Background: an optimization exercise with open tools, aiming at small area, a short achievable clock period and few clock cycles. Do not read the settings as production practice. Only simulation tests tie the RTL to the original design; equivalence was not proved. Power figures rest on the tool's default switching activity, not on a simulated workload.

==> flow/design.v <==
package isa_pkg;
    typedef enum logic [6:0] {
        OP_LOAD  = 7'b0000011,
        OP_STORE = 7'b0100011
    } opcode_e;
    typedef enum logic [2:0] {
        F3_B  = 3'b000,
        F3_H  = 3'b001,
        F3_W  = 3'b010,
        F3_BU = 3'b100,
        F3_HU = 3'b101
    } funct3_e;
endpackage
package lsu_pkg;
    typedef enum logic [1:0] {
        SIZE_B = 2'd0,
        SIZE_H = 2'd1,
        SIZE_W = 2'd2
    } acc_size_e;
    typedef struct packed {
        logic                     is_load;
        logic                     is_signed;
        acc_size_e                size;
        logic [8-1:0] addr;
        logic [3:0]               wmask;
        logic [32-1:0]     wdata;
    } lsu_entry_t;
    typedef enum logic {
        ISSUE_IDLE = 1'b0,
        ISSUE_WAIT = 1'b1
    } issue_state_e;
endpackage
module lsu_top (
    input  logic                 clk_i,
    input  logic                 rst_n_i,
    input  logic                 req_i,
    output logic                 ack_o,
    input  logic [32-1:0] inst_i,
    input  logic [32-1:0] rs1_i,
    input  logic [32-1:0] rs2_i,
    output logic                 wb_valid_o,
    output logic [32-1:0] wb_data_o,
    output logic                 fault_o
);
    localparam int AW    = 8;
    localparam int WORDS = 2 ** (AW - 2);
    logic          ack_q;
    logic          fault_q;
    logic          ld_q;
    logic [7:0]    st_hi_q;
    logic [7:0]    lo_q [4];
    logic [7:0]    hi_q;
    logic [3:0]    offd_q;
    logic [2:0]    f3_q;
    logic [31:0]   wdata_q;
    logic          wb_valid_q;
    logic [31:0]   wb_data_q;
    logic          is_load;
    logic          is_store;
    logic [2:0]    funct3;
    logic [AW-1:0] imm;
    logic          f3_ok;
    logic          aligned;
    logic          legal;
    logic          accept;
    logic [7:0]    lo_sel;
    logic [7:0]    hi_sel;
    assign is_load  = inst_i[6:0] == isa_pkg::OP_LOAD;
    assign is_store = inst_i[6:0] == isa_pkg::OP_STORE;
    assign funct3   = inst_i[14:12];
    assign imm = {inst_i[AW+19:25], inst_i[5] ? inst_i[11:7] : inst_i[24:20]};
    function automatic logic [7:0] onehot_sum(input logic [2:0] x, input logic [2:0] y,
                                              input logic c);
        logic [7:0] dx;
        logic [7:0] dy;
        logic [7:0] r;
        dx = 8'b1 << x;
        dy = 8'b1 << y;
        for (int k = 0; k < 8; k++) begin
            r[k] = 1'b0;
            for (int j = 0; j < 8; j++) begin
                r[k] = r[k] | (dx[j] & dy[(k - j) & 7]);
            end
        end
        onehot_sum = c ? {r[6:0], r[7]} : r;
    endfunction
    logic [AW-1:0] a;
    logic [AW-1:0] b;
    logic [AW-1:0] g;
    logic [AW-1:0] p;
    logic          c2;
    logic          c5;
    assign a  = rs1_i[AW-1:0];
    assign b  = imm;
    assign g  = a & b;
    assign p  = a | b;
    assign c2 = g[1] | (p[1] & g[0]);
    assign c5 = g[4] | (p[4] & g[3]) | (p[4] & p[3] & g[2]) | (p[4] & p[3] & p[2] & g[1])
              | (p[4] & p[3] & p[2] & p[1] & g[0]);
    assign lo_sel = onehot_sum(a[4:2], b[4:2], c2);
    assign hi_sel = onehot_sum(a[AW-1:5], b[AW-1:5], c5);
    logic [3:0] offd;
    logic [3:0] da;
    logic [3:0] db;
    logic [3:0] need;
    always_comb begin
        da = 4'b1 << a[1:0];
        db = 4'b1 << b[1:0];
        for (int l = 0; l < 4; l++) begin
            offd[l] = 1'b0;
            for (int j = 0; j < 4; j++) begin
                offd[l] = offd[l] | (da[j] & db[(l - j) & 3]);
            end
        end
        for (int l = 0; l < 4; l++) begin
            case (funct3[1:0])
                2'b00:   need[l] = offd[l];
                2'b01:   need[l] = offd[l & 2];
                default: need[l] = 1'b1;
            endcase
        end
    end
    always_comb begin
        case (funct3)
            3'b000, 3'b001, 3'b010: f3_ok = 1'b1;
            3'b100, 3'b101:         f3_ok = is_load;
            default:                f3_ok = 1'b0;
        endcase
        case (funct3[1:0])
            2'b01:   aligned = a[0] == b[0];
            2'b10:   aligned = (a[0] == b[0]) && (b[1] == (a[1] ^ a[0]));
            default: aligned = 1'b1;
        endcase
    end
    assign legal  = (is_load || is_store) && f3_ok && aligned;
    assign accept = req_i && !ack_q;
    always_ff @(posedge clk_i) begin
        if (!rst_n_i) begin
            ack_q      <= 1'b0;
            fault_q    <= 1'b0;
            ld_q       <= 1'b0;
            st_hi_q    <= '0;
            wb_valid_q <= 1'b0;
        end else begin
            ack_q      <= req_i;
            fault_q    <= accept && !legal;
            ld_q       <= accept && legal && is_load;
            st_hi_q    <= hi_sel & {8{accept && legal && is_store}};
            wb_valid_q <= ld_q;
        end
    end
    always_ff @(posedge clk_i) begin
        for (int l = 0; l < 4; l++) begin
            lo_q[l] <= lo_sel & {8{need[l]}};
        end
        hi_q    <= hi_sel;
        offd_q  <= offd;
        f3_q    <= funct3;
        wdata_q <= rs2_i;
    end
    logic [31:0] wdata;
    always_comb begin
        case (f3_q[1:0])
            2'b00:   wdata = {4{wdata_q[7:0]}};
            2'b01:   wdata = {2{wdata_q[15:0]}};
            default: wdata = wdata_q;
        endcase
    end
    logic [31:0] mem [WORDS];
    for (genvar w = 0; w < WORDS; w++) begin : g_word
        for (genvar b = 0; b < 4; b++) begin : g_byte
            logic we;
            assign we = st_hi_q[w / 8] & lo_q[b][w % 8];
            always_ff @(posedge clk_i) begin
                if (we) begin
                    mem[w][8*b +: 8] <= wdata[8*b +: 8];
                end
            end
        end
    end
    logic [7:0] grpb [8][4];
    logic [7:0] hs0  [4];
    logic [7:0] ss1  [4];
    logic [7:0] ss23 [4];
    logic       is_b;
    logic       is_w;
    logic       sgn;
    logic       off_hi;
    logic [7:0] sg1;
    logic [7:0] sg23;
    logic [31:0] ext;
    assign is_b   = f3_q[1:0] == 2'b00;
    assign is_w   = f3_q[1];
    assign sgn    = ~f3_q[2];
    assign off_hi = offd_q[2] | offd_q[3];
    logic [7:0]  tk;
    logic [3:0]  tl;
    logic [3:0]  t0;
    logic [7:0]  th;
    logic [7:0]  lw [4];
    logic        fill1;
    logic        fill23;
    always_comb begin
        for (int h = 0; h < 8; h++) begin
            for (int l = 0; l < 4; l++) begin
                for (int i = 0; i < 8; i++) begin
                    for (int k = 0; k < 8; k++) begin
                        tk[k] = mem[h*8+k][8*l+i] & lo_q[l][k];
                    end
                    grpb[h][l][i] = |tk;
                end
            end
        end
        for (int l = 0; l < 4; l++) begin
            hs0[l]  = hi_q & {8{offd_q[l]}};
            ss1[l]  = hs0[l] & {8{sgn & is_b}};
            ss23[l] = is_b ? hs0[l] & {8{sgn}} :
                      ((l == 1) ? hi_q & {8{~off_hi & sgn & ~is_w}} :
                       (l == 3) ? hi_q & {8{off_hi & sgn & ~is_w}} : 8'h00);
        end
        for (int h = 0; h < 8; h++) begin
            for (int l = 0; l < 4; l++) begin
                tl[l] = grpb[h][l][7] & ss1[l][h];
            end
            sg1[h] = |tl;
            for (int l = 0; l < 4; l++) begin
                tl[l] = grpb[h][l][7] & ss23[l][h];
            end
            sg23[h] = |tl;
        end
        for (int l = 0; l < 4; l++) begin
            for (int i = 0; i < 8; i++) begin
                for (int h = 0; h < 8; h++) begin
                    th[h] = grpb[h][l][i] & hi_q[h];
                end
                lw[l][i] = |th;
            end
        end
        fill1  = |sg1;
        fill23 = |sg23;
        for (int i = 0; i < 8; i++) begin
            for (int l = 0; l < 4; l++) begin
                t0[l] = lw[l][i] & offd_q[l];
            end
            ext[i]      = |t0;
            ext[8 + i]  = (lw[1][i] & ~off_hi & ~is_b) | (lw[3][i] & off_hi & ~is_b) | fill1;
            ext[16 + i] = (lw[2][i] & is_w) | fill23;
            ext[24 + i] = (lw[3][i] & is_w) | fill23;
        end
    end
    always_ff @(posedge clk_i) begin
        wb_data_q <= ext;
    end
    assign ack_o      = ack_q;
    assign fault_o    = fault_q;
    assign wb_valid_o = wb_valid_q;
    assign wb_data_o  = wb_data_q;
endmodule
==> flow/run.sh <==
#!/bin/bash
# synth_recipe.tcl (not shown) runs the flow's synth.tcl, then flattens the netlist and writes it again
# the make line also repeats each setting of config.mk as NAME=value (left out here)
make -C /OpenROAD-flow-scripts/flow DESIGN_CONFIG=/design/flow/config.mk WORK_HOME=/design/flow/orfs CLKGATE_MAP_FILE= SYNTH_SCRIPT=/design/flow/synth_recipe.tcl finish
==> flow/config.mk <==
export PLATFORM = sky130hd
export DESIGN_NAME = lsu_top
export DESIGN_NICKNAME = lsu_top
export VERILOG_FILES = /design/flow/design.v
export SDC_FILE = /design/flow/constraint.sdc
export NUM_CORES = 4
export LEC_CHECK = 0
export ABC_AREA = 1
export CAP_MARGIN = 20
export CORE_MARGIN = 2
export CORE_UTILIZATION = 40
export CTS_CLUSTER_DIAMETER = 100
export CTS_CLUSTER_SIZE = 25
export SETUP_SLACK_MARGIN = 2.6
export SLEW_MARGIN = 75
==> flow/constraint.sdc <==
create_clock -name core_clock -period 5.0 [get_ports {clk_i}]
set_input_delay 1.0000 -clock core_clock [delete_from_list [all_inputs] [get_ports {clk_i}]]
set_output_delay 1.0000 -clock core_clock [all_outputs]
set_load 0.01 [all_outputs]
==> flow_metrics.env, run 1 <==
export IMPL_holdCritPathClass="reg -> reg"
export IMPL_clk_pin_slew_worst_paths_ns=0.10
export IMPL_antenna_found_initial=11
export IMPL_port_buffers=100
export IMPL_clock_sinks=2171
export IMPL_ant_nets=0
export IMPL_synthCells=8174
export IMPL_finalCriticalPeriod_ns=2.36
export IMPL_synthArstFlopShare=0
export IMPL_num_vias=54900
export IMPL_grt_usage=0.203
export IMPL_initial_core_util=0.403
export IMPL_cts_buffers=101
export IMPL_setup_ws_ns=2.64
export IMPL_slew_viol_final=0
export IMPL_critical_path_class="reg -> out"
export IMPL_syn_area_mm2=0.0875
export IMPL_path_cells="buf_2"
export IMPL_start_kind="flip-flop"
export IMPL_gr_usage_met2=0.337
export IMPL_layout_filler_cells=19900
export IMPL_clock_latency_ns=0.80
export IMPL_dp_slack_ns=1.76
export IMPL_syn_nets=8281
export IMPL_synth_flop_cell="edfxtp_1"
export IMPL_utilization=0.448
export IMPL_finalCritPeriodShare=0.471
export IMPL_synth_edf_count=2048
export IMPL_worst_pin_slew_ns=0.362
export IMPL_dr_pass1_iters=5
export IMPL_cts_tree="yes"
export IMPL_grt_setup_unrepaired="false"
export IMPL_dp_hpwl_um=154000
export IMPL_maxCapViolations=0
export IMPL_fin_nets=8366
export IMPL_grt_max_degree=63
export IMPL_fmax_mhz=424
export IMPL_overflow=0
export IMPL_grt_busiest_layer="met2"
export IMPL_crit_buf_inv=1
export IMPL_routed_via_density=4.90
export IMPL_p_leak_nw=38.6
export IMPL_crit_fanout=1
export IMPL_cp_slowest_stage_delay_ns=0.41
export IMPL_wl_um=230000
export IMPL_critPathTopFamily="flip-flops"
export IMPL_tns_ns=0
export IMPL_gp_congestion=0.882
export IMPL_hold_violations=0
export IMPL_status="finished clean"
export IMPL_drtIter0Drc=5151
export IMPL_use_met1=0.276
export IMPL_finalSetupViolCount=0
export IMPL_core_mm2=0.217
export IMPL_grt_pass1_wl_um=337000
export IMPL_root_buffer="clkbuf_16"
export IMPL_synth_seq_area_share=0.731
export IMPL_ir_drop_mv=0.287
export IMPL_die_h_um=472
export IMPL_end_kind="output port"
export IMPL_hold_buffers=0
export IMPL_die_w_um=472
export IMPL_relSlewSlack=0.758
export IMPL_synthDistinctLibCells=33
export IMPL_drive_gt1_frac=0.0857
export IMPL_yosysWarnings=8
export IMPL_dieArea_mm2=0.223
export IMPL_grt_pass1_vias=51500
export IMPL_powerDensity_mw_per_mm2=368
export IMPL_cts_buffer_depth=3
export IMPL_cp_arrival_ns=1.36
export IMPL_skew_ns=0.0544
export IMPL_synth_area_per_cell_um2=10.7
export IMPL_pin_count=134
export IMPL_cp_slowest_cell="dfxtp_4"
export IMPL_area_growth_pct=11.4
export IMPL_grt_use_met3=0.0218
export IMPL_row_count=171
export IMPL_post_drt_wl_per_cell_um=20.6
export IMPL_h_tree_depth=3
export IMPL_ys_ff_latch=2171
export IMPL_required_ns=4.00
export IMPL_drc=0
-- timing repair --
| item | 4_1_cts | 5_1_grt |
|---|---|---|
| setup endpoints to repair | 69 | 106 |
| pin swaps | 5 | 10 |
| hold endpoints to repair | 0 | 0 |
| cloned | 0 | 1 |
| setup buffers | 2 | 3 |
| gates resized for setup | 206 | 62 |
-- worst paths after layout --
check / from / to / slack (ns) / cells past startpoint
worst max-delay path: wb_data_q[15] / wb_data_o[15] / 2.64 / 1
worst min-delay path: ld_q / wb_valid_q / 0.43 / 2
worst max register to register: lo_q[1][3] / wb_data_q[7] / 2.70 / 12
worst min register to register: ld_q / wb_valid_q / 0.43 / 2
-- sequential cells by signal, summed over array words and instances (netlist names), 3 cells and up --
register / cells
wdata_q: 32
mem: 2048
f3_q: 3
lo_q: 32
st_hi_q: 8
hi_q: 8
wb_data_q: 32
offd_q: 4
-- kinds of logic (layout without fill, tap and decap cells) --
kind of cell / after synthesis / count (layout) / synth area share
AND/OR/NAND/NOR: 5216 / 5216 / 0.228
flip-flops: 2171 / 2171 / 0.731
buffers and inverters: 689 / 855 / 0.0341
AO/OA/AOI/OAI: 90 / 90 / 0.00591
adder cells (fa/ha/maj): 8 / 8 / 0.00114
other: 0 / 2 / 0
-- cell type report --
class	instances	area, µm²	area share
repair buffers	322	4040	0.0414
diodes	2	5.00	0.0000513
flip-flops and latches	2171	64200	0.659
well taps	2854	3570	0.0366
inverters	349	1330	0.0136
clock buffers	168	2850	0.0293
multi-input cells	5314	21200	0.218
clock inverters	16	235	0.00241
-- where the power goes --
group / switching, mW / total [mW] / internal (mW)
Sequential: 0.381 / 20.6 / 20.2
Combinational: 3.98 / 5.61 / 1.64
Clock: 5.65 / 9.71 / 4.06
-- routing by layer --
metal	vias to the layer above	wire length, µm
met5	-	0
met2	1654	111000
met3	288	13600
met4	0	8530
met1	26400	97000
li1	26600	-
-- Yosys cell counts, types with 6 or more instances --
cell      number  area share
ha_1           8      0.0011
nor3_1        33      0.0019
a21oi_1       23      0.0013
dfxtp_1      123       0.028
nand4_1       23      0.0016
o21ai_1        9     0.00051
o21ai_0       38      0.0022
inv_2         13     0.00056
clkbuf_1      39      0.0017
nor2_1       714       0.031
o211ai_1      11     0.00094
nand2_2        6     0.00043
inv_1        334       0.014
nor3_2         8     0.00092
buf_1         31      0.0013
nand3_1       93      0.0053
edfxtp_1    2048        0.70
buf_2        258       0.015
buf_4          7     0.00060
nand2_1     4325        0.19
-- stage by stage --
stage | area, µm² | hold WS [ns] | total power [mW] | cells
CTS | 97000 | 0.400 | 36.0 | 11200
finish | 97500 | 0.429 | 35.9 | 11200
floorplan | 87600 | 0.390 | 23.7 | 8174
detailed placement | 93900 | 0.422 | 26.5 | 11000
global route | 97500 | 0.406 | 37.2 | 11200
global placement | 91500 | 0.413 | 26.1 | 10900
-- layout by cell type (no fill, tap or decap), types with 31 or more instances in the layout --
cell type and n:
buf_2 40, clkdlybuf4s50_1 54, dfxtp_2 37, dfxtp_4 56, clkbuf_16 105, nand2_1 4280
edfxtp_1 2048, nand2_2 32, clkbuf_1 63, buf_8 68, clkinv_1 66, inv_2 118
buf_12 46, nand3_1 87, buf_4 38, buf_6 31, nor2_1 684, inv_1 163
Testbench counts, summed over its fixed seeds: cycles 32,000.
==> run 2, diff against run 1 <==
--- a/flow/config.mk
+++ b/flow/config.mk
@@ -12,4 +12,4 @@
 export CTS_CLUSTER_DIAMETER = 100
 export CTS_CLUSTER_SIZE = 25
-export SETUP_SLACK_MARGIN = 2.6
+export SETUP_SLACK_MARGIN = 2.8
 export SLEW_MARGIN = 75
==> run 2 against run 1 <==
Die area unchanged. Clock skew down 0.0014 ns. Critical path depth is 11 higher. Worst hold slack better by 0.0028 ns. Global-route usage grew 0.39 points. Core utilization increased by 1.0 points. Count of clock-buffer cells in the layout is 5 higher. Still clean. Combinational power up 14%.
==> flow_metrics.env, run 2 <==
export IMPL_dr_pass1_iters=9
export IMPL_tns_ns=0
export IMPL_grt_use_met3=0.0218
export IMPL_core_mm2=0.217
export IMPL_power_switching_mw=10.2
export IMPL_ant_nets=0
export IMPL_skew_ns=0.0530
export IMPL_synthDistinctLibCells=33
export IMPL_grt_pass1_wl_um=345000
export IMPL_ir_drop_mv=0.347
export IMPL_finalSetupViolCount=0
export IMPL_whs_endpoint="wb_valid_q"
export IMPL_die_h_um=472
export IMPL_largest_reg_flops=2048
export IMPL_gr_usage_met2=0.348
export IMPL_synthCells=8174
export IMPL_synth_common_cells="nand2_1, edfxtp_1, nor2_1"
export IMPL_syn_nets=8281
export IMPL_clkPwrFrac=0.262
export IMPL_hold_path_cell_count=2
export IMPL_fmax_mhz=418
export IMPL_num_vias=55800
export IMPL_hold_start="ld_q"
export IMPL_drive_gt1_frac=0.117
export IMPL_synth_flop_cell="edfxtp_1"
export IMPL_drtIter0Drc=5548
export IMPL_grt_usage=0.207
export IMPL_die_w_um=472
export IMPL_start_kind="flip-flop"
export IMPL_synth_top_area_cell="edfxtp_1"
export IMPL_gp_congestion=0.896
export IMPL_cp_slowest_stage_delay_ns=0.38
export IMPL_p_int_mw=26.2
export IMPL_path_cells="buf_12, buf_16, nand2_1, nand2_1, nor2_1, nand2_1, nand2_1, nand2_1, nor2_1, nand2_1, nand2_2, nand4_1"
export IMPL_r2r_end="wb_data_q[1]"
export IMPL_grt_setup_unrepaired="true"
export IMPL_drc=0
export IMPL_clock_sinks=2171
export IMPL_h_tree_depth=3
export IMPL_grt_busiest_layer="met2"
export IMPL_relSlewSlack=0.670
export IMPL_crit_fanout=30
export IMPL_dp_slack_ns=1.67
export IMPL_row_count=171
export IMPL_finalCritPeriodShare=0.478
export IMPL_end_kind="flip-flop"
export IMPL_maxCapViolations=0
export IMPL_post_route_cell_area_mm2=0.0997
export IMPL_hold_violations=0
export IMPL_final_common_cell="nand2_1"
export IMPL_finalCriticalPeriod_ns=2.39
export IMPL_status="finished clean"
export IMPL_synth_top_area_share=0.703
export IMPL_yosysMostFrequentCell="nand2_1"
export IMPL_r2r_start="lo_q[0][7]"
export IMPL_cp_arrival_ns=2.93
export IMPL_synth_edf_count=2048
export IMPL_routed_via_density=4.93
export IMPL_grt_pass1_vias=52900
export IMPL_dieArea_mm2=0.223
export IMPL_worst_pin_slew_ns=0.494
export IMPL_setup_ws_ns=2.61
export IMPL_cp_slowest_cell="dfxtp_4"
export IMPL_yosysWarnings=8
export IMPL_pin_count=134
export IMPL_reg2reg_depth=12
export IMPL_port_buffers=100
export IMPL_critical_path_class="reg -> reg"
export IMPL_critPathTopFamily="simple AND/OR/NAND/NOR gates"
export IMPL_area_growth_pct=14.0
export IMPL_crit_buf_inv=2
export IMPL_synthArstFlopShare=0
export IMPL_synth_seq_area_share=0.731
export IMPL_p_leak_nw=39.5
export IMPL_overflow=0
export IMPL_cts_tree="yes"
export IMPL_required_ns=5.54
export IMPL_clock_latency_ns=0.78
export IMPL_fin_nets=8471
export IMPL_final_cell_mix="nand2_1, edfxtp_1, nor2_1"
export IMPL_wl_um=235000
export IMPL_reg2reg_setup_slack_ns=2.61
export IMPL_holdCritPathClass="reg -> reg"
export IMPL_p_sw_frac=0.281
export IMPL_synth_area_per_cell_um2=10.7
export IMPL_cts_buffers=100
export IMPL_ys_ff_latch=2171
export IMPL_cts_buffer_depth=3
export IMPL_dp_hpwl_um=154000
export IMPL_powerDensity_mw_per_mm2=366
export IMPL_seq_power_share=0.563
export IMPL_post_drt_wl_per_cell_um=20.8
export IMPL_syn_area_mm2=0.0875
export IMPL_crit_top_cell="nand2_1"
export IMPL_pwr_share_comb=0.175
export IMPL_root_buffer="clkbuf_16"
export IMPL_placed_area_mm2=0.0940
export IMPL_grt_max_degree=54
export IMPL_slew_viol_final=0
export IMPL_synth_area_leaders="edfxtp_1, nand2_1, nor2_1"
export IMPL_clk_pin_slew_worst_paths_ns=0.10
export IMPL_top_register="mem"
export IMPL_use_met1=0.275
export IMPL_initial_core_util=0.403
export IMPL_antenna_found_initial=5
## run 2: repair_timing
action                     4_1_cts  5_1_grt
hold buffers                     0        0
cloned                          18        5
setup endpoints to repair      265      183
pin swaps                       89       96
buffers inserted                53       22
resized for setup              462      113
## run 2: power by group through the flow
stage          logic [mW]  registers (mW)  clock network [mW]
6_report             6.37            20.5                9.57
3_3_place_gp         4.80            21.2                   0
2_1_floorplan        2.98            20.7                   0
5_1_grt              6.87            20.5                10.4
4_1_cts              6.16            20.5                9.78
3_5_place_dp         5.51            20.9                   0
## run 2: worst max path at each step
stage	depth (start not counted)	from	to	slack, ns
5_1_grt	15	lo_q[1][4]	wb_data_q[3]	2.54
3_5_place_dp	14	inst_i[7]	st_hi_q[7]	1.67
3_3_place_gp	14	inst_i[5]	st_hi_q[2]	1.18
2_1_floorplan	4	f3_q[1]	mem[0][24]	2.11
4_1_cts	1	wb_data_q[11]	wb_data_o[11]	2.62
6_report	12	lo_q[0][7]	wb_data_q[1]	2.61
## run 2: stage by stage
step	utilization	power [mW]	hold slack, ns	cells
6_report	0.459	36.5	0.431	11300
4_1_cts	0.455	36.5	0.432	11300
3_5_place_dp	0.432	26.5	0.412	11000
5_1_grt	0.459	37.8	0.480	11300
2_1_floorplan	-	23.7	0.390	8174
3_3_place_gp	0.420	26.0	0.404	10900
## run 2: logic make-up after synthesis
group,after synthesis,synth area share
AND/OR/NAND/NOR,5216,0.228
flip-flops,2171,0.731
buffers and inverters,689,0.0341
AO/OA/AOI/OAI,90,0.00591
adder cells (fa/ha/maj),8,0.00114
## run 2: layer usage
metal	vias to the layer above	routed length, µm
li1	26800	-
met1	27100	97900
met2	1609	114000
met3	299	13300
met4	0	9770
met5	-	0
## run 2: area by class of cell
| type | count | area (µm²) |
|---|---|---|
| Fill cell | 19700 | 118000 |
| Antenna cell | 2 | 5.00 |
| Multi-Input combinational cell | 5316 | 21900 |
| Sequential cell | 2171 | 64200 |
| Inverter | 349 | 1350 |
| Clock inverter | 13 | 174 |
| Clock buffer | 173 | 2830 |
| Tap cell | 2854 | 3570 |
| Timing Repair Buffer | 426 | 5630 |
## run 2: worst register-to-register path, cell delays in order (launching register included)
cell,delay [ns]
dfxtp_4,0.38
buf_12,0.17
buf_16,0.20
nand2_1,0.10
nand2_1,0.05
nor2_1,0.22
nand2_1,0.09
nand2_1,0.07
nand2_1,0.12
nor2_1,0.14
nand2_1,0.15
nand2_2,0.18
nand4_1,0.31
==> run 3, diff against run 2 <==
--- a/flow/config.mk
+++ b/flow/config.mk
@@ -12,4 +12,4 @@
 export CTS_CLUSTER_DIAMETER = 100
 export CTS_CLUSTER_SIZE = 25
-export SETUP_SLACK_MARGIN = 2.8
+export SETUP_SLACK_MARGIN = 2.7
 export SLEW_MARGIN = 75
==> run 3 against run 2 <==
Highest routed layer unchanged. Largest power group unchanged. Global-route usage fell by 0.29 points. Non-clock buffer count fell by 75. Critical endpoint is now wb_data_o[15]. Largest cell class unchanged. Clock power rose by 2%. Combinational power fell by 8.9%.
==> flow_metrics.env, run 3 <==
export IMPL_status="finished clean"
export IMPL_end_kind="output port"
export IMPL_final_cell_mix="nand2_1, edfxtp_1, nor2_1"
export IMPL_synthCells=8174
export IMPL_synth_area_per_cell_um2=10.7
export IMPL_initial_core_util=0.403
export IMPL_yosysMostFrequentCell="nand2_1"
export IMPL_synth_edf_count=2048
export IMPL_overflow=0
export IMPL_cp_arrival_ns=1.34
export IMPL_core_mm2=0.217
export IMPL_synthArstFlopShare=0
export IMPL_grt_setup_unrepaired="true"
export IMPL_finalCritPeriodShare=0.467
export IMPL_synth_area_leaders="edfxtp_1, nand2_1, nor2_1"
export IMPL_cp_startpoint="wb_data_q[15]"
export IMPL_critical_path_class="reg -> out"
export IMPL_largest_reg_flops=2048
export IMPL_routed_via_density=4.95
export IMPL_antenna_found_initial=4
export IMPL_die_w_um=472
export IMPL_crit_end="wb_data_o[15]"
export IMPL_placed_area_mm2=0.0939
export IMPL_required_ns=4.00
export IMPL_drive_gt1_frac=0.0957
export IMPL_fin_nets=8399
export IMPL_slew_viol_final=0
export IMPL_clock_sinks=2171
export IMPL_p_leak_nw=38.8
export IMPL_num_vias=55600
export IMPL_area_growth_pct=12.1
export IMPL_grt_usage=0.204
export IMPL_finalCriticalPeriod_ns=2.34
export IMPL_ant_nets=0
export IMPL_grt_pass1_vias=52700
export IMPL_root_buffer="clkbuf_16"
export IMPL_clk_pin_slew_worst_paths_ns=0.11
export IMPL_yosysWarnings=8
export IMPL_final_common_cell="nand2_1"
export IMPL_finalSetupViolCount=0
export IMPL_cts_tree="yes"
export IMPL_synth_common_cells="nand2_1, edfxtp_1, nor2_1"
export IMPL_ir_drop_mv=0.368
export IMPL_syn_area_mm2=0.0875
export IMPL_grt_pass1_wl_um=340000
export IMPL_stdcell_count=11200
export IMPL_start_kind="flip-flop"
export IMPL_r2r_start="lo_q[1][4]"
export IMPL_synth_seq_area_share=0.731
export IMPL_holdCritPathClass="in -> reg"
export IMPL_top_register="mem"
export IMPL_crit_fanout=1
export IMPL_maxCapViolations=0
export IMPL_tns_ns=0
export IMPL_dieArea_mm2=0.223
export IMPL_port_buffers=100
export IMPL_crit_buf_inv=1
export IMPL_h_tree_depth=3
export IMPL_fmax_mhz=428
export IMPL_reg2reg_setup_slack_ns=2.72
export IMPL_pin_count=134
export IMPL_drc=0
export IMPL_path_cells="buf_6"
export IMPL_synthDistinctLibCells=33
export IMPL_dp_cells=11000
export IMPL_dp_hpwl_um=154000
export IMPL_cp_slowest_stage_delay_ns=0.42
export IMPL_synth_flop_cell="edfxtp_1"
export IMPL_grt_max_degree=52
export IMPL_syn_nets=8281
export IMPL_cts_buffers=101
export IMPL_gp_congestion=0.882
export IMPL_die_h_um=472
export IMPL_post_route_cell_area_mm2=0.0981
export IMPL_cp_slowest_cell="dfxtp_4"
export IMPL_skew_ns=0.0487
export IMPL_clock_latency_ns=0.80
export IMPL_synth_top_area_cell="edfxtp_1"
export IMPL_row_count=171
export IMPL_r2r_end="wb_data_q[3]"
export IMPL_relSlewSlack=0.700
export IMPL_dr_pass1_iters=6
export IMPL_powerDensity_mw_per_mm2=368
export IMPL_drtIter0Drc=5109
export IMPL_critPathTopFamily="flip-flops"
export IMPL_hold_violations=0
export IMPL_wl_um=232000
export IMPL_layout_filler_cells=19800
export IMPL_cp_depth=1
export IMPL_worst_pin_slew_ns=0.449
export IMPL_reg2reg_depth=13
export IMPL_ys_ff_latch=2171
export IMPL_synth_top_area_share=0.703
export IMPL_cts_buffer_depth=3
export IMPL_post_drt_wl_per_cell_um=20.6
## run 3: cell types whose count changed in the layout (fill, tap and decap cells not counted), sizes merged
cell	change
a21oi	+1
buf	-62
bufbuf	-9
clkbuf	-6
clkdlybuf4s50	+1
clkinv	-8
clkinvlp	-1
diode	+3
dlygate4sd2	-1
dlymetal6s2s	-4
inv	+13
nand2	+1
## run 3: stage by stage
stage | setup WS, ns | hold slack, ns | util | total power [mW]
global route | 2.63 | 0.401 | 0.451 | 37.4
CTS | 2.62 | 0.392 | 0.448 | 36.2
finish | 2.66 | 0.418 | 0.451 | 36.1
detailed placement | 1.80 | 0.412 | 0.432 | 26.5
floorplan | 2.01 | 0.390 | - | 23.7
global placement | 1.40 | 0.412 | 0.421 | 26.1
## run 3: worst min path at each step
stage | start | to | slack, ns | cells past startpoint
2_1_floorplan | ld_q | wb_valid_q | 0.39 | 2
3_3_place_gp | ld_q | wb_valid_q | 0.41 | 2
4_1_cts | rs2_i[6] | wdata_q[6] | 0.39 | 1
6_report | rs2_i[6] | wdata_q[6] | 0.42 | 1
5_1_grt | rs2_i[6] | wdata_q[6] | 0.40 | 1
3_5_place_dp | ld_q | wb_valid_q | 0.41 | 2
## run 3: area by class of cell
class	instances	area, µm²	area share
Sequential cell	2171	64200	0.655
Clock inverter	17	241	0.00246
Timing Repair Buffer	351	4480	0.0457
Multi-Input combinational cell	5318	21400	0.218
Antenna cell	5	12.5	0.000128
Inverter	349	1330	0.0136
Tap cell	2854	3570	0.0364
Clock buffer	167	2840	0.0289
## run 3: per-layer routing
| metal | wire [µm] | vias up | GRT usage |
|---|---|---|---|
| met1 | 96900 | 27000 | 0.274 |
| met4 | 9310 | 0 | 0.0755 |
| li1 | - | 26700 | - |
| met2 | 113000 | 1672 | 0.344 |
| met5 | 0 | - | 0 |
| met3 | 12700 | 287 | 0.0188 |
## run 3: cells by family after synthesis
family / Yosys count / synth area share
buffers and inverters: 689 / 0.0341
flip-flops: 2171 / 0.731
AO/OA/AOI/OAI: 90 / 0.00591
AND/OR/NAND/NOR: 5216 / 0.228
adder cells (fa/ha/maj): 8 / 0.00114
## run 3: what timing repair did
action	4_1_cts	5_1_grt
hold buffers	0	0
pin swaps	11	26
gates cloned	1	4
buffers inserted	6	21
setup endpoints to repair	96	206
gates resized for setup	281	75
## run 3: power breakdown
group	leakage [nW]	internal (mW)	switching, mW
clock	1.47	4.01	5.72
combinational	17.8	1.78	4.02
sequential	19.6	20.2	0.408
total	38.8	26.0	10.1
==> run 4, diff against run 3 <==
--- a/flow/config.mk
+++ b/flow/config.mk
@@ -9,7 +9,7 @@
 export CAP_MARGIN = 20
 export CORE_MARGIN = 2
-export CORE_UTILIZATION = 40
+export CORE_UTILIZATION = 55
 export CTS_CLUSTER_DIAMETER = 100
 export CTS_CLUSTER_SIZE = 25
-export SETUP_SLACK_MARGIN = 2.7
+export SETUP_SLACK_MARGIN = 2.6
 export SLEW_MARGIN = 75
==> run 4 against run 3 <==
First-iteration DRC count grew 9.9%. Combinational power about the same. Sequential power about the same. Register-to-register slack worse by 0.06 ns. Clock skew fell by 0.026 ns. Core utilization increased by 16 points. Global-route usage increased by 7.0 points. Still clean on timing, DRC and antenna. Clock power shrank 4.2%. Synthesized cell count is the same.
==> flow_metrics.env, run 4 <==
export IMPL_cp_slowest_cell="dfxtp_1"
export IMPL_synth_top_area_share=0.703
export IMPL_relSlewSlack=0.715
export IMPL_core_mm2=0.158
export IMPL_yosysMostFrequentCell="nand2_1"
export IMPL_clk_pin_slew_worst_paths_ns=0.11
export IMPL_finalSetupViolCount=0
export IMPL_reg2reg_setup_slack_ns=2.66
export IMPL_r2r_end="wb_data_q[29]"
export IMPL_status="finished clean"
export IMPL_num_vias=54800
export IMPL_p_leak_nw=38.7
export IMPL_critPathTopFamily="flip-flops"
export IMPL_path_cells="clkdlybuf4s15_1"
export IMPL_fin_nets=8379
export IMPL_tns_ns=0
export IMPL_grt_max_degree=67
export IMPL_holdCritPathClass="reg -> reg"
export IMPL_seq_power_share=0.573
export IMPL_grt_pass1_wl_um=330000
export IMPL_cts_tree="yes"
export IMPL_h_tree_depth=3
export IMPL_whs_ns=0.456
export IMPL_end_kind="output port"
export IMPL_drive_gt1_frac=0.0854
export IMPL_syn_nets=8281
export IMPL_area_growth_pct=10.4
export IMPL_drc=0
export IMPL_top_register="mem"
export IMPL_hold_violations=0
export IMPL_grt_setup_unrepaired="true"
export IMPL_power_switching_mw=9.78
export IMPL_synthDistinctLibCells=33
export IMPL_required_ns=4.00
export IMPL_cts_buffer_depth=3
export IMPL_skew_ns=0.0226
export IMPL_dp_hpwl_um=149000
export IMPL_die_h_um=403
export IMPL_dr_pass1_iters=6
export IMPL_die_w_um=403
export IMPL_largest_reg_flops=2048
export IMPL_cts_buffers=97
export IMPL_wl_um=225000
export IMPL_start_kind="flip-flop"
export IMPL_powerDensity_mw_per_mm2=368
export IMPL_synth_common_cells="nand2_1, edfxtp_1, nor2_1"
export IMPL_worst_pin_slew_ns=0.427
export IMPL_syn_area_mm2=0.0875
export IMPL_hold_path_cell_count=2
export IMPL_slew_viol_final=0
export IMPL_pwr_share_comb=0.164
export IMPL_finalCritPeriodShare=0.469
export IMPL_ir_drop_mv=0.269
export IMPL_synthCells=8174
export IMPL_final_common_cell="nand2_1"
export IMPL_crit_buf_inv=1
export IMPL_hold_start="ld_q"
export IMPL_cp_arrival_ns=1.35
export IMPL_ys_ff_latch=2171
export IMPL_post_drt_wl_per_cell_um=21.6
export IMPL_whs_endpoint="wb_valid_q"
export IMPL_p_int_mw=25.8
export IMPL_grt_usage=0.274
export IMPL_fmax_mhz=426
export IMPL_reg2reg_depth=12
export IMPL_finalCriticalPeriod_ns=2.35
export IMPL_synth_area_per_cell_um2=10.7
export IMPL_maxCapViolations=0
export IMPL_row_count=146
export IMPL_gp_congestion=0.895
export IMPL_pin_count=134
export IMPL_clock_sinks=2171
export IMPL_clock_latency_ns=0.75
export IMPL_synth_top_area_cell="edfxtp_1"
export IMPL_initial_core_util=0.553
export IMPL_antenna_found_initial=5
export IMPL_synth_area_leaders="edfxtp_1, nand2_1, nor2_1"
export IMPL_layout_filler_cells=12800
export IMPL_r2r_start="f3_q[1]"
export IMPL_overflow=0
export IMPL_crit_fanout=1
export IMPL_final_cell_mix="nand2_1, edfxtp_1, nor2_1"
export IMPL_port_buffers=100
export IMPL_p_sw_frac=0.275
export IMPL_grt_pass1_vias=51000
export IMPL_routed_via_density=5.26
export IMPL_synth_seq_area_share=0.731
export IMPL_root_buffer="clkbuf_16"
export IMPL_synthArstFlopShare=0
export IMPL_drtIter0Drc=5615
export IMPL_dieArea_mm2=0.162
export IMPL_critical_path_class="reg -> out"
export IMPL_synth_flop_cell="edfxtp_1"
export IMPL_cp_slowest_stage_delay_ns=0.36
export IMPL_yosysWarnings=8
export IMPL_hold_buffers=0
export IMPL_clkPwrFrac=0.263
export IMPL_synth_edf_count=2048
export IMPL_ant_nets=0
[run 4: cell counts after synthesis]
No cell type changed its count.
[run 4: cells by family after synthesis]
kind of cell	after synthesis	share of synthesized area
AOI/OAI and AO/OA	90	0.00591
adders and majority gates	8	0.00114
buffers and inverters	689	0.0341
and+or+nand+nor	5216	0.228
DFF	2171	0.731
[run 4: metal layers]
metal / GRT usage / wire length [µm] / share of wire
met5: 0 / 37 / 0.00016
met4: 0.0554 / 4880 / 0.022
met3: 0.0424 / 15200 / 0.068
met2: 0.432 / 103000 / 0.46
met1: 0.409 / 101000 / 0.45
[run 4: what timing repair did]
action                     4_1_cts  5_1_grt
resized for setup               87       78
gates cloned                     4        3
hold endpoints to repair         0        0
buffers inserted                 4       10
pin swaps                        6       27
setup endpoints to repair       67      131
[run 4: worst max path at each step]
stage	startpoint	endpoint	slack, ns	cells past startpoint
6_report	wb_data_q[28]	wb_data_o[28]	2.65	1
5_1_grt	lo_q[0][5]	wb_data_q[2]	2.57	13
3_5_place_dp	inst_i[11]	lo_q[1][1]	1.84	12
3_3_place_gp	inst_i[5]	lo_q[2][7]	1.47	14
2_1_floorplan	f3_q[1]	mem[0][10]	2.01	5
4_1_cts	wb_data_q[15]	wb_data_o[15]	2.52	1
[run 4: power by group through the flow]
stage,Clock [mW],Combinational (mW),Sequential (mW)
finish,9.33,5.83,20.4
global route,10.1,6.35,20.4
CTS,9.52,5.68,20.4
detailed placement,0,5.64,20.8
global placement,0,4.91,21.1
floorplan,0,2.97,20.7
[run 4: area by class of cell]
| type | instances | area, µm² | share of cell area |
|---|---|---|---|
| Sequential cell | 2171 | 64100 | 0.664 |
| Multi-Input combinational cell | 5314 | 21300 | 0.221 |
| Timing Repair Buffer | 339 | 4340 | 0.0450 |
| Clock buffer | 168 | 2820 | 0.0292 |
| Tap cell | 2072 | 2590 | 0.0268 |
| Inverter | 349 | 1320 | 0.0137 |
| Clock inverter | 4 | 48.8 | 0.000505 |
| Antenna cell | 1 | 2.50 | 0.0000259 |
[run 4: metrics by stage]
stage	std cells	util	setup WS, ns	cell area [µm²]	power, mW
2_1_floorplan	8174	-	2.01	87600	23.7
5_1_grt	10400	0.611	2.57	96600	36.8
3_3_place_gp	10100	0.572	1.47	90500	26.0
3_5_place_dp	10200	0.588	1.84	93000	26.4
6_report	10400	0.611	2.65	96600	35.5
4_1_cts	10400	0.607	2.52	96000	35.6
==> run 5, diff against run 4 <==
--- a/flow/config.mk
+++ b/flow/config.mk
@@ -9,7 +9,8 @@
 export CAP_MARGIN = 20
 export CORE_MARGIN = 2
-export CORE_UTILIZATION = 55
+export CORE_UTILIZATION = 40
 export CTS_CLUSTER_DIAMETER = 100
 export CTS_CLUSTER_SIZE = 25
+export PLACE_DENSITY = 0.8
 export SETUP_SLACK_MARGIN = 2.6
 export SLEW_MARGIN = 75
==> run 5 against run 4 <==
Still clean. Clock skew rose by 0.036 ns. Synthesized cell count did not move. Worst hold slack got worse by 0.025 ns. Count of clock-buffer cells in the layout fell by 11. Final area rose by 0.65%. Worst setup slack got worse by 0.061 ns. Die area rose by 37%. Highest routed layer unchanged.
==> flow_metrics.env, run 5 <==
export IMPL_grt_usage=0.193
export IMPL_wl_um=220000
export IMPL_tns_ns=0
export IMPL_skew_ns=0.0590
export IMPL_syn_nets=8281
export IMPL_synth_common_cells="nand2_1, edfxtp_1, nor2_1"
export IMPL_ant_nets=0
export IMPL_dp_cells=11000
export IMPL_crit_fanout=38
export IMPL_dp_hpwl_um=149000
export IMPL_core_mm2=0.217
export IMPL_routed_via_density=5.11
export IMPL_stdcell_count=11200
export IMPL_finalCritPeriodShare=0.481
export IMPL_cts_buffers=98
export IMPL_cp_slowest_cell="dfxtp_2"
export IMPL_finalCriticalPeriod_ns=2.41
export IMPL_powerDensity_mw_per_mm2=363
export IMPL_start_kind="flip-flop"
export IMPL_critical_path_class="reg -> reg"
export IMPL_drive_gt1_frac=0.0737
export IMPL_hold_buffers=0
export IMPL_die_w_um=472
export IMPL_synth_top_area_cell="edfxtp_1"
export IMPL_whs_ns=0.431
export IMPL_p_leak_nw=38.6
export IMPL_fmax_mhz=415
export IMPL_holdCritPathClass="reg -> reg"
export IMPL_row_count=171
export IMPL_r2r_start="lo_q[3][2]"
export IMPL_worst_pin_slew_ns=0.454
export IMPL_synth_seq_area_share=0.731
export IMPL_end_kind="flip-flop"
export IMPL_cts_buffer_depth=3
export IMPL_dr_pass1_iters=6
export IMPL_antenna_found_initial=4
export IMPL_yosysWarnings=8
export IMPL_final_common_cell="nand2_1"
export IMPL_cp_startpoint="lo_q[3][2]"
export IMPL_hold_start="ld_q"
export IMPL_clock_sinks=2171
export IMPL_clock_latency_ns=0.80
export IMPL_gp_congestion=0.935
export IMPL_critPathTopFamily="simple AND/OR/NAND/NOR gates"
export IMPL_pin_count=134
export IMPL_crit_buf_inv=2
export IMPL_port_buffers=100
export IMPL_status="finished clean"
export IMPL_final_cell_mix="nand2_1, edfxtp_1, nor2_1"
export IMPL_largest_reg_flops=2048
export IMPL_syn_area_mm2=0.0875
export IMPL_synth_area_per_cell_um2=10.7
export IMPL_utilization=0.447
export IMPL_h_tree_depth=3
export IMPL_cts_tree="yes"
export IMPL_synth_area_leaders="edfxtp_1, nand2_1, nor2_1"
export IMPL_synthCells=8174
export IMPL_root_buffer="clkbuf_16"
export IMPL_cp_arrival_ns=2.98
export IMPL_fin_nets=8363
export IMPL_required_ns=5.58
export IMPL_synthDistinctLibCells=33
export IMPL_synth_top_area_share=0.703
export IMPL_initial_core_util=0.403
export IMPL_area_growth_pct=11.1
export IMPL_slew_viol_final=0
export IMPL_synth_flop_cell="edfxtp_1"
export IMPL_path_cells="buf_12, buf_12, nand2_1, nand2_1, nor2_1, nand2_1, nand2_1, nand2_1, nor2_1, nand2_1, nand2_1, nand4_1"
export IMPL_num_vias=57200
export IMPL_hold_violations=0
export IMPL_top_register="mem"
export IMPL_crit_top_cell="nand2_1"
export IMPL_drc=0
export IMPL_grt_setup_unrepaired="true"
export IMPL_grt_max_degree=61
export IMPL_drtIter0Drc=6725
export IMPL_post_drt_wl_per_cell_um=19.7
export IMPL_maxCapViolations=0
export IMPL_clk_pin_slew_worst_paths_ns=0.10
export IMPL_grt_pass1_wl_um=329000
export IMPL_synth_edf_count=2048
export IMPL_finalSetupViolCount=0
export IMPL_overflow=0
export IMPL_die_h_um=472
export IMPL_yosysMostFrequentCell="nand2_1"
export IMPL_relSlewSlack=0.697
export IMPL_ir_drop_mv=0.308
export IMPL_dieArea_mm2=0.223
export IMPL_synthArstFlopShare=0
export IMPL_ys_ff_latch=2171
export IMPL_grt_pass1_vias=55700
export IMPL_cp_slowest_stage_delay_ns=0.35
## run 5: worst reg2reg max path: cells and delay by family, from the launching register on
kind                   cells  cell delay (ns)
AND/OR/NAND/NOR           10             1.44
buffers and inverters      2             0.42
flip-flops                 1             0.35
## run 5: repair_timing
item | in CTS | in global routing
cloned | 0 | 1
setup endpoints to repair | 111 | 113
buffers inserted | 2 | 12
pin swaps | 5 | 8
resized for setup | 90 | 52
## run 5: where the power goes
part / internal, mW / switching (mW) / total (mW)
sequential: 20.1 / 0.280 / 20.4
clock: 3.86 / 5.39 / 9.25
combinational: 1.66 / 3.99 / 5.65
total: 25.7 / 9.66 / 35.3
## run 5: kinds of logic after synthesis
group	synth area share
compound gates	0.00591
simple gates	0.228
flops	0.731
fa+ha+maj	0.00114
buf+inv	0.0341
## run 5: final timing paths
kind | slack [ns] | end | cells after the start
worst max-delay path | 2.59 | wb_data_q[5] | 12
worst min-delay path | 0.43 | wb_valid_q | 2
worst max register to register | 2.59 | wb_data_q[5] | 12
worst min register to register | 0.43 | wb_valid_q | 2
## run 5: final cells by class
class | instances | area [µm²]
diodes | 3 | 7.51
clock buffers | 157 | 2760
clock inverters | 7 | 120
fillers | 18800 | 120000
inverters | 349 | 1330
multi-input cells | 5314 | 21200
flip-flops and latches | 2171 | 64200
well taps | 2854 | 3570
repair buffers | 322 | 4090
## run 5: metal layers
layer | wire [µm] | GRT usage
met3 | 17900 | 0.0264
met1 | 79800 | 0.233
met2 | 109000 | 0.328
met4 | 13700 | 0.116
met5 | 39 | 0
## run 5: per-stage QoR
step | setup WS [ns] | area [µm²] | total power, mW
after floorplan | 2.01 | 87600 | 23.7
after global placement | 1.44 | 91300 | 25.7
after detailed placement | 1.73 | 93700 | 26.3
after CTS | 2.49 | 96700 | 35.2
after global routing | 2.57 | 97200 | 36.4
final | 2.59 | 97200 | 35.3
==> run 6, diff against run 5 <==
--- a/flow/config.mk
+++ b/flow/config.mk
@@ -6,5 +6,4 @@
 export NUM_CORES = 4
 export LEC_CHECK = 0
-export ABC_AREA = 1
 export CAP_MARGIN = 20
 export CORE_MARGIN = 2
@@ -12,5 +11,4 @@
 export CTS_CLUSTER_DIAMETER = 100
 export CTS_CLUSTER_SIZE = 25
-export PLACE_DENSITY = 0.8
 export SETUP_SLACK_MARGIN = 2.6
 export SLEW_MARGIN = 75
==> run 6 against run 5 <==
Wire length is 1.9% higher. Count of clock-buffer cells in the layout grew 1. Largest cell class unchanged. Critical path depth did not move. Clock skew fell by 0.0080 ns.
==> flow_metrics.env, run 6 <==
export IMPL_final_cell_mix="edfxtp_1, a22oi_1, and2_2"
export IMPL_required_ns=5.67
export IMPL_multiInputGateArea_mm2=0.0167
export IMPL_clock_sinks=2171
export IMPL_clk_pin_slew_worst_paths_ns=0.10
export IMPL_grt_pass1_wl_um=320000
export IMPL_wl_um=224000
export IMPL_tns_ns=0
export IMPL_path_cells="buf_16, buf_12, buf_12, a22oi_2, a41oi_2, a21oi_2, nand4_1, a211o_1, nand2_1, a21boi_4, buf_6, nand2_1"
export IMPL_cp_arrival_ns=3.43
export IMPL_finalCriticalPeriod_ns=2.76
export IMPL_root_buffer="clkbuf_16"
export IMPL_relSlewSlack=0.663
export IMPL_synth_edf_count=2048
export IMPL_area_growth_pct=16.8
export IMPL_syn_area_mm2=0.0795
export IMPL_synth_common_cells="edfxtp_1, a22oi_1, and2_1"
export IMPL_ir_drop_mv=0.326
export IMPL_critical_path_class="reg -> reg"
export IMPL_finalCritPeriodShare=0.553
export IMPL_synth_flop_cell="edfxtp_1"
export IMPL_start_kind="flip-flop"
export IMPL_crit_fanout=17
export IMPL_fin_nets=4912
export IMPL_dieArea_mm2=0.202
export IMPL_final_common_cell="edfxtp_1"
export IMPL_worst_pin_slew_ns=0.503
export IMPL_holdCritPathClass="reg -> reg"
export IMPL_critPathTopFamily="compound AO/OA/AOI/OAI gates"
export IMPL_slew_viol_final=0
export IMPL_fmax_mhz=362
export IMPL_layout_filler_cells=16600
export IMPL_crit_buf_inv=4
export IMPL_hold_start="ld_q"
export IMPL_core_mm2=0.197
export IMPL_cp_slowest_stage_delay_ns=0.37
export IMPL_synth_top_area_cell="edfxtp_1"
export IMPL_synthDistinctLibCells=61
export IMPL_synthCells=4548
export IMPL_finalSetupViolCount=0
export IMPL_overflow=0
export IMPL_dp_hpwl_um=141000
export IMPL_p_leak_nw=28.1
export IMPL_end_kind="flip-flop"
export IMPL_initial_core_util=0.403
export IMPL_maxCapViolations=0
export IMPL_status="finished clean"
export IMPL_powerDensity_mw_per_mm2=363
export IMPL_num_vias=45300
export IMPL_cts_buffer_depth=3
export IMPL_gp_congestion=0.857
export IMPL_synth_seq_area_share=0.804
export IMPL_cp_startpoint="lo_q[2][7]"
export IMPL_largest_reg_flops=2048
export IMPL_hold_violations=0
export IMPL_hold_buffers=0
export IMPL_ant_nets=0
export IMPL_grt_pass1_vias=44500
export IMPL_dr_pass1_iters=6
export IMPL_cts_buffers=98
export IMPL_row_count=163
export IMPL_port_buffers=100
export IMPL_pin_count=134
export IMPL_cts_tree="yes"
export IMPL_grt_setup_unrepaired="true"
export IMPL_drc=0
export IMPL_post_drt_wl_per_cell_um=29.8
export IMPL_die_h_um=450
export IMPL_cp_slowest_cell="dfxtp_4"
export IMPL_skew_ns=0.0510
export IMPL_synth_area_leaders="edfxtp_1, a22oi_1, dfxtp_1"
export IMPL_seq_area_mm2=0.0642
export IMPL_yosysMostFrequentCell="edfxtp_1"
export IMPL_h_tree_depth=3
export IMPL_syn_nets=4655
export IMPL_grt_usage=0.214
export IMPL_yosysWarnings=8
export IMPL_synth_area_per_cell_um2=17.5
export IMPL_antenna_found_initial=5
export IMPL_drtIter0Drc=5204
export IMPL_drive_gt1_frac=0.240
export IMPL_r2r_start="lo_q[2][7]"
export IMPL_synthArstFlopShare=0
export IMPL_die_w_um=450
export IMPL_synth_top_area_share=0.773
export IMPL_routed_via_density=6.03
export IMPL_ys_ff_latch=2171
export IMPL_grt_max_degree=65
export IMPL_whs_ns=0.442
export IMPL_clock_latency_ns=0.78
export IMPL_top_register="mem"
==> run 6: cell types whose count changed after synthesis, moves of 21 or more <==
| cell | previous run | this run |
|---|---|---|
| buf_2 | 258 | 1 |
| nand4_1 | 23 | 160 |
| buf_1 | 31 | 73 |
| clkbuf_1 | 39 | 251 |
| nor3_1 | 33 | 9 |
| mux2_2 | 0 | 21 |
| a21oi_1 | 23 | 97 |
| nand2_1 | 4325 | 65 |
| a41oi_1 | 0 | 123 |
| nor2_1 | 714 | 50 |
| inv_1 | 334 | 14 |
| nand3_1 | 93 | 24 |
| a22oi_1 | 4 | 1053 |
| and2_1 | 0 | 261 |
==> run 6: worst paths after layout <==
kind,cells past startpoint,end,slack (ns)
max,12,wb_data_q[16],2.24
min,1,wb_valid_q,0.44
max reg2reg,12,wb_data_q[16],2.24
min reg2reg,1,wb_valid_q,0.44
==> run 6: what timing repair did <==
item,CTS,global route
buffers inserted,76,37
endpoints found under the setup margin,140,98
resized for setup,380,89
gates cloned,12,4
pin swaps,125,69
==> run 6: layer usage <==
metal | GRT usage | share of wire
met1 | 0.288 | 0.40
met5 | 0 | 0
met2 | 0.355 | 0.49
met4 | 0.0861 | 0.042
met3 | 0.0260 | 0.067
==> run 6: logic make-up (layout without fill, tap and decap cells) <==
logic type | count (synthesis) | count (layout) | share of synthesized area
flip-flops | 2171 | 2171 | 0.804
AO/OA/AOI/OAI | 1355 | 1355 | 0.126
AND/OR/NAND/NOR | 621 | 621 | 0.0453
buffers and inverters | 341 | 667 | 0.0162
multiplexers | 43 | 43 | 0.00587
adder cells (fa/ha/maj) | 9 | 9 | 0.00140
XOR/XNOR | 8 | 8 | 0.000881
other | 0 | 5 | 0
==> run 6: final cells by class <==
type                            instances  share of cell area
Antenna cell                            5            0.000135
Clock buffer                          158              0.0290
Clock inverter                         11             0.00190
Inverter                               14            0.000646
Multi-Input combinational cell       2036               0.180
Sequential cell                      2171               0.690
Tap cell                             2640              0.0355
Timing Repair Buffer                  484              0.0628
==> run 6: metrics by stage <==
stage               worst slack (ns)  area [µm²]  cells   util  total power, mW
detailed placement             0.647       86800   7203  0.440             24.2
global placement               0.676       83900   7088  0.425             23.8
CTS                             2.26       91800   7460  0.465             33.7
floorplan                       1.56       79700   4548      -             22.2
global route                    2.21       92900   7518  0.471             34.7
finish                          2.24       92900   7519  0.471             33.7
==> run 6: power by group <==
group	switching, mW	internal, mW
registers	0.201	20.1
logic	2.57	1.53
clock network	5.55	3.80
==> run 7, diff against run 6 <==
--- a/flow/config.mk
+++ b/flow/config.mk
@@ -6,4 +6,5 @@
 export NUM_CORES = 4
 export LEC_CHECK = 0
+export ABC_AREA = 1
 export CAP_MARGIN = 20
 export CORE_MARGIN = 2
@@ -11,4 +12,4 @@
 export CTS_CLUSTER_DIAMETER = 100
 export CTS_CLUSTER_SIZE = 25
-export SETUP_SLACK_MARGIN = 2.6
-export SLEW_MARGIN = 75
+export SETUP_SLACK_MARGIN = 2.7
+export SLEW_MARGIN = 60
==> run 7 against run 6 <==
Critical endpoint is now wb_data_o[26]. Combinational power up 32%. Core utilization down 2.7 points. Critical path depth fell by 11. Sequential cell count did not move.
==> flow_metrics.env, run 7 <==
export IMPL_antenna_found_initial=4
export IMPL_slew_viol_final=0
export IMPL_synth_xor_area_frac=0
export IMPL_fin_nets=8313
export IMPL_dp_hpwl_um=145000
export IMPL_clock_sinks=2171
export IMPL_syn_area_mm2=0.0875
export IMPL_path_cells="buf_6"
export IMPL_drtIter0Drc=5398
export IMPL_required_ns=4.00
export IMPL_synth_edf_count=2048
export IMPL_grt_pass1_wl_um=338000
export IMPL_port_buffers=100
export IMPL_row_count=171
export IMPL_ant_nets=0
export IMPL_skew_ns=0.0547
export IMPL_finalSetupViolCount=0
export IMPL_yosys_area_share_simple=0.228
export IMPL_routed_via_density=4.96
export IMPL_largest_reg_flops=2048
export IMPL_finalCriticalPeriod_ns=2.34
export IMPL_grt_setup_unrepaired="true"
export IMPL_powerDensity_mw_per_mm2=373
export IMPL_status="finished clean"
export IMPL_dieArea_mm2=0.223
export IMPL_relSlewSlack=0.612
export IMPL_clock_latency_ns=0.82
export IMPL_die_w_um=472
export IMPL_synth_top_area_share=0.703
export IMPL_cts_tree="yes"
export IMPL_hold_buffers=0
export IMPL_drc=0
export IMPL_grt_usage=0.203
export IMPL_crit_fanout=1
export IMPL_syn_nets=8281
export IMPL_crit_buf_inv=1
export IMPL_synthDistinctLibCells=33
export IMPL_hold_violations=0
export IMPL_gp_congestion=0.882
export IMPL_cp_arrival_ns=1.34
export IMPL_pin_count=134
export IMPL_p_leak_nw=38.9
export IMPL_ys_ff_latch=2171
export IMPL_area_growth_pct=10.1
export IMPL_overflow=0
export IMPL_synthArstFlopShare=0
export IMPL_die_h_um=472
export IMPL_post_route_cell_area_mm2=0.0964
export IMPL_num_vias=55200
export IMPL_placed_area_mm2=0.0920
export IMPL_wl_um=234000
export IMPL_start_kind="flip-flop"
export IMPL_tns_ns=0
export IMPL_h_tree_depth=3
export IMPL_synth_adder_area_share=0.00114
export IMPL_holdCritPathClass="reg -> reg"
export IMPL_maxCapViolations=0
export IMPL_fmax_mhz=427
export IMPL_end_kind="output port"
export IMPL_final_common_cell="nand2_1"
export IMPL_grt_pass1_vias=52100
export IMPL_synth_seq_area_share=0.731
export IMPL_synth_top_area_cell="edfxtp_1"
export IMPL_yosysWarnings=8
export IMPL_cts_buffer_depth=3
export IMPL_core_mm2=0.217
export IMPL_power_mw=35.9
export IMPL_initial_core_util=0.403
export IMPL_layout_filler_cells=20000
export IMPL_critical_path_class="reg -> out"
export IMPL_synth_top_family_by_area="simple AND/OR/NAND/NOR gates"
export IMPL_synth_flop_cell="edfxtp_1"
export IMPL_cp_slowest_cell="dfxtp_4"
export IMPL_synth_common_cells="nand2_1, edfxtp_1, nor2_1"
export IMPL_final_cell_mix="nand2_1, edfxtp_1, nor2_1"
export IMPL_top_register="mem"
export IMPL_synth_area_leaders="edfxtp_1, nand2_1, nor2_1"
export IMPL_root_buffer="clkbuf_16"
export IMPL_worst_pin_slew_ns=0.581
export IMPL_cp_slowest_stage_delay_ns=0.41
export IMPL_drive_gt1_frac=0.0678
export IMPL_synth_area_per_cell_um2=10.7
export IMPL_yosysMostFrequentCell="nand2_1"
export IMPL_critPathTopFamily="flip-flops"
export IMPL_synthCells=8174
export IMPL_finalCritPeriodShare=0.468
export IMPL_dr_pass1_iters=5
export IMPL_clk_pin_slew_worst_paths_ns=0.09
export IMPL_post_drt_wl_per_cell_um=21.0
export IMPL_ir_drop_mv=0.347
export IMPL_grt_max_degree=73
export IMPL_cts_buffers=103
export IMPL_muxShareOfSynthArea=0
export IMPL_synth_compound_area_frac=0.00591
## run 7: changes by cell type after synthesis, sizes merged, moves of 70 or more
cell    delta
inv      +335
a41oi    -123
nand4    -137
clkbuf   -212
a22oi   -1049
a21oi     -73
and2     -263
nand3     +70
buf      +225
nand2   +4268
nor2     +674
## run 7: layout make-up
class,instances,area (µm²),share of cell area
Antenna cell,2,5.00,0.0000519
Clock buffer,153,2770,0.0287
Clock inverter,25,353,0.00366
Inverter,349,1330,0.0138
Multi-Input combinational cell,5315,21100,0.219
Sequential cell,2171,64200,0.666
Tap cell,2854,3570,0.0371
Timing Repair Buffer,266,3020,0.0314
## run 7: metrics by stage
step	hold slack, ns	util	worst slack, ns	std cells
2_1_floorplan	0.390	-	2.01	8174
4_1_cts	0.430	0.439	2.61	11100
5_1_grt	0.453	0.443	2.62	11100
6_report	0.427	0.443	2.66	11100
3_3_place_gp	0.412	0.421	1.40	10900
3_5_place_dp	0.412	0.423	1.44	10900
## run 7: logic make-up (layout without fill, tap and decap cells)
family          count (synthesis)  in the layout
simple gates                 5216           5217
flops                        2171           2171
buf+inv                       689            793
compound gates                 90             90
fa+ha+maj                       8              8
other cells                     0              2
## run 7: path summary, 6_finish.rpt
check	start	endpoint	slack, ns	cells after the start
min	ld_q	wb_valid_q	0.43	2
max	wb_data_q[26]	wb_data_o[26]	2.66	1
min reg2reg	ld_q	wb_valid_q	0.43	2
max reg2reg	f3_q[1]	mem[16][14]	2.72	6
## run 7: worst reg2reg max path, delay by kind of cell (launching register included)
kind | cells | cell delay, ns
buffers and inverters | 3 | 0.82
DFF | 1 | 0.36
and+or+nand+nor | 3 | 0.86
## run 7: metal layers
| layer | share of wire | vias to the layer above | wire length (µm) | GRT usage |
|---|---|---|---|---|
| met2 | 0.49 | 1549 | 115000 | 0.346 |
| met4 | 0.035 | 0 | 8120 | 0.0684 |
| met5 | 0 | - | 0 | 0 |
| met3 | 0.054 | 260 | 12700 | 0.0193 |
| li1 | - | 26400 | - | - |
| met1 | 0.42 | 27000 | 98000 | 0.272 |
## run 7: timing repair
action | 4_1_cts | 5_1_grt
resized for setup | 292 | 78
endpoints found under the setup margin | 180 | 139
pin swaps | 3 | 16
setup buffers | 6 | 44
gates cloned | 0 | 2
## run 7: report_power, final
part / switching [mW] / total (mW) / internal (mW) / leakage (nW)
clock: 5.83 / 9.82 / 3.99 / 1.49
sequential: 0.512 / 20.7 / 20.2 / 19.6
combinational: 3.86 / 5.40 / 1.55 / 17.8
total: 10.2 / 35.9 / 25.7 / 38.9
==> run 8, diff against run 7 <==
--- a/flow/config.mk
+++ b/flow/config.mk
@@ -13,3 +13,3 @@
 export CTS_CLUSTER_SIZE = 25
 export SETUP_SLACK_MARGIN = 2.7
-export SLEW_MARGIN = 60
+export SLEW_MARGIN = 45
==> run 8 against run 7 <==
Still clean. Critical endpoint is now wb_data_o[9]. Highest routed layer is now met5. Final area fell by 0.33%. Die area unchanged. Sequential cell count did not move.
==> flow_metrics.env, run 8 <==
export IMPL_synth_top_area_share=0.703
export IMPL_grt_max_degree=73
export IMPL_row_count=171
export IMPL_die_w_um=472
export IMPL_clk_pin_slew_worst_paths_ns=0.10
export IMPL_h_tree_depth=3
export IMPL_cp_slowest_stage_delay_ns=0.41
export IMPL_ant_nets=0
export IMPL_drive_gt1_frac=0.0642
export IMPL_seq_power_share=0.581
export IMPL_synthDistinctLibCells=33
export IMPL_cts_buffers=101
export IMPL_synth_flop_cell="edfxtp_1"
export IMPL_synth_common_cells="nand2_1, edfxtp_1, nor2_1"
export IMPL_path_cells="buf_6"
export IMPL_cp_arrival_ns=1.33
export IMPL_status="finished clean"
export IMPL_end_kind="output port"
export IMPL_ir_drop_mv=0.271
export IMPL_grt_usage=0.203
export IMPL_routed_via_density=4.94
export IMPL_dp_hpwl_um=144000
export IMPL_p_leak_nw=38.8
export IMPL_initial_core_util=0.403
export IMPL_power_switching_mw=10.1
export IMPL_syn_area_mm2=0.0875
export IMPL_crit_fanout=1
export IMPL_pwr_share_comb=0.149
export IMPL_final_common_cell="nand2_1"
export IMPL_critPathTopFamily="flip-flops"
export IMPL_cp_depth=1
export IMPL_synthCells=8174
export IMPL_synth_edf_count=2048
export IMPL_top_register="mem"
export IMPL_crit_end="wb_data_o[9]"
export IMPL_placed_area_mm2=0.0917
export IMPL_drc=0
export IMPL_powerDensity_mw_per_mm2=372
export IMPL_ys_ff_latch=2171
export IMPL_reg2reg_setup_slack_ns=2.72
export IMPL_dieArea_mm2=0.223
export IMPL_port_buffers=100
export IMPL_grt_pass1_wl_um=338000
export IMPL_holdCritPathClass="reg -> reg"
export IMPL_antenna_found_initial=8
export IMPL_post_drt_wl_per_cell_um=20.9
export IMPL_drtIter0Drc=5511
export IMPL_clock_sinks=2171
export IMPL_cts_buffer_depth=3
export IMPL_root_buffer="clkbuf_16"
export IMPL_cp_startpoint="wb_data_q[9]"
export IMPL_largest_reg_flops=2048
export IMPL_final_cell_mix="nand2_1, edfxtp_1, nor2_1"
export IMPL_reg2reg_depth=13
export IMPL_tns_ns=0
export IMPL_start_kind="flip-flop"
export IMPL_yosysWarnings=8
export IMPL_p_int_mw=25.7
export IMPL_layout_filler_cells=20100
export IMPL_cts_tree="yes"
export IMPL_syn_nets=8281
export IMPL_grt_setup_unrepaired="true"
export IMPL_required_ns=4.00
export IMPL_die_h_um=472
export IMPL_clkPwrFrac=0.270
export IMPL_num_vias=55000
export IMPL_overflow=0
export IMPL_area_growth_pct=9.76
export IMPL_synth_seq_area_share=0.731
export IMPL_clock_latency_ns=0.80
export IMPL_critical_path_class="reg -> out"
export IMPL_grt_pass1_vias=52000
export IMPL_gp_congestion=0.882
export IMPL_r2r_start="lo_q[2][0]"
export IMPL_wl_um=233000
export IMPL_finalCritPeriodShare=0.466
export IMPL_p_sw_frac=0.282
export IMPL_fin_nets=8299
export IMPL_synth_top_area_cell="edfxtp_1"
export IMPL_worst_pin_slew_ns=0.786
export IMPL_skew_ns=0.0489
export IMPL_yosysMostFrequentCell="nand2_1"
export IMPL_post_route_cell_area_mm2=0.0960
export IMPL_dr_pass1_iters=6
export IMPL_synthArstFlopShare=0
export IMPL_finalCriticalPeriod_ns=2.33
export IMPL_core_mm2=0.217
export IMPL_crit_buf_inv=1
export IMPL_hold_violations=0
export IMPL_synth_area_leaders="edfxtp_1, nand2_1, nor2_1"
export IMPL_fmax_mhz=429
export IMPL_relSlewSlack=0.476
export IMPL_pin_count=134
export IMPL_finalSetupViolCount=0
export IMPL_synth_area_per_cell_um2=10.7
export IMPL_maxCapViolations=0
export IMPL_r2r_end="wb_data_q[10]"
export IMPL_cp_slowest_cell="dfxtp_4"
export IMPL_slew_viol_final=0
[run 8: final cells by class]
type	count	area, µm²	area share
antenna	6	15.0	0.000156
timing repair buffer	254	2780	0.0290
clock inverter	17	259	0.00270
tap	2854	3570	0.0372
sequential	2171	64200	0.669
timing repair inverter	1	5.00	0.0000521
clock buffer	165	2800	0.0291
multi-input combinational	5314	21100	0.219
inverter	349	1330	0.0139
[run 8: per-layer routing]
| layer | vias to the layer above | global-route usage | share of wire |
|---|---|---|---|
| li1 | 26400 | - | - |
| met1 | 26700 | 0.272 | 0.42 |
| met2 | 1656 | 0.344 | 0.49 |
| met3 | 263 | 0.0206 | 0.059 |
| met4 | 2 | 0.0705 | 0.035 |
| met5 | - | 0 | 0.000034 |
[run 8: worst min-delay path, stage by stage (launching register included)]
cell and delay [ns]:
dfxtp_1 0.31, nand2_1 0.06, inv_1 0.04
[run 8: cell families after synthesis]
| kind of cell | synth area share |
|---|---|
| simple gates | 0.228 |
| flops | 0.731 |
| buf+inv | 0.0341 |
| compound gates | 0.00591 |
| fa+ha+maj | 0.00114 |
[run 8: worst min-delay path by stage]
| stage | startpoint | end | slack (ns) | cells after the start |
|---|---|---|---|---|
| after detailed placement | ld_q | wb_valid_q | 0.42 | 2 |
| after global routing | ld_q | wb_valid_q | 0.47 | 2 |
| final | ld_q | wb_valid_q | 0.44 | 2 |
| after global placement | ld_q | wb_valid_q | 0.41 | 2 |
| after floorplan | ld_q | wb_valid_q | 0.39 | 2 |
| after CTS | ld_q | wb_valid_q | 0.44 | 2 |
[run 8: power by group through the flow]
| stage | Clock, mW | Combinational [mW] | Sequential (mW) |
|---|---|---|---|
| global route | 10.5 | 5.82 | 20.8 |
| finish | 9.67 | 5.33 | 20.8 |
| CTS | 9.88 | 5.14 | 20.8 |
| global placement | 0 | 4.93 | 21.2 |
| detailed placement | 0 | 4.99 | 21.2 |
| floorplan | 0 | 2.97 | 20.7 |
[run 8: repair_timing]
action                     CTS  global route
hold buffers                 0             0
pin swaps                    3            13
buffers inserted            10            38
gates cloned                 1             1
gates resized for setup    311            83
setup endpoints to repair  331           199
hold endpoints to repair     0             0
[run 8: through the flow]
stage                util  cells  setup slack [ns]  power [mW]  hold WS (ns)
detailed placement  0.422  10900              1.41        26.1         0.416
CTS                 0.438  11100              2.59        35.8         0.436
global placement    0.421  10900              1.40        26.1         0.412
global route        0.442  11100              2.64        37.0         0.470
floorplan               -   8174              2.01        23.7         0.390
finish              0.442  11100              2.67        35.8         0.435

-- afterwards: timing with drivers on the ports --
The results above use ideal ports. As a check the final layouts listed here were re-extracted and re-timed, cells and wires unchanged.
Step 1 assumes that a clkbuf_16 drives the clock port and a buf_2 every other input.
Step 2, shift: input delay + t, output delay - t, t = (earliest + latest rising clock arrival at the registers) / 2. This alone moves slack from input paths to output paths.
Slacks: no drivers / after step 1 / after step 2; pairs: no drivers / after step 1.
run | t (ns) | setup WS [ns]
run 1 | 0.869 | 2.643 / 2.550 / 1.831
run 2 | 0.849 | 2.608 / 2.590 / 2.028
run 3 | 0.871 | 2.663 / 2.567 / 1.951
run 4 | 0.827 | 2.654 / 2.565 / 1.931
run 5 | 0.857 | 2.593 / 2.569 / 1.883
run 6 | 0.841 | 2.236 / 2.236 / 1.457
run 7 | 0.889 | 2.658 / 2.561 / 2.004
run 8 | 0.875 | 2.671 / 2.575 / 1.993
After both steps every run listed still meets setup and hold.
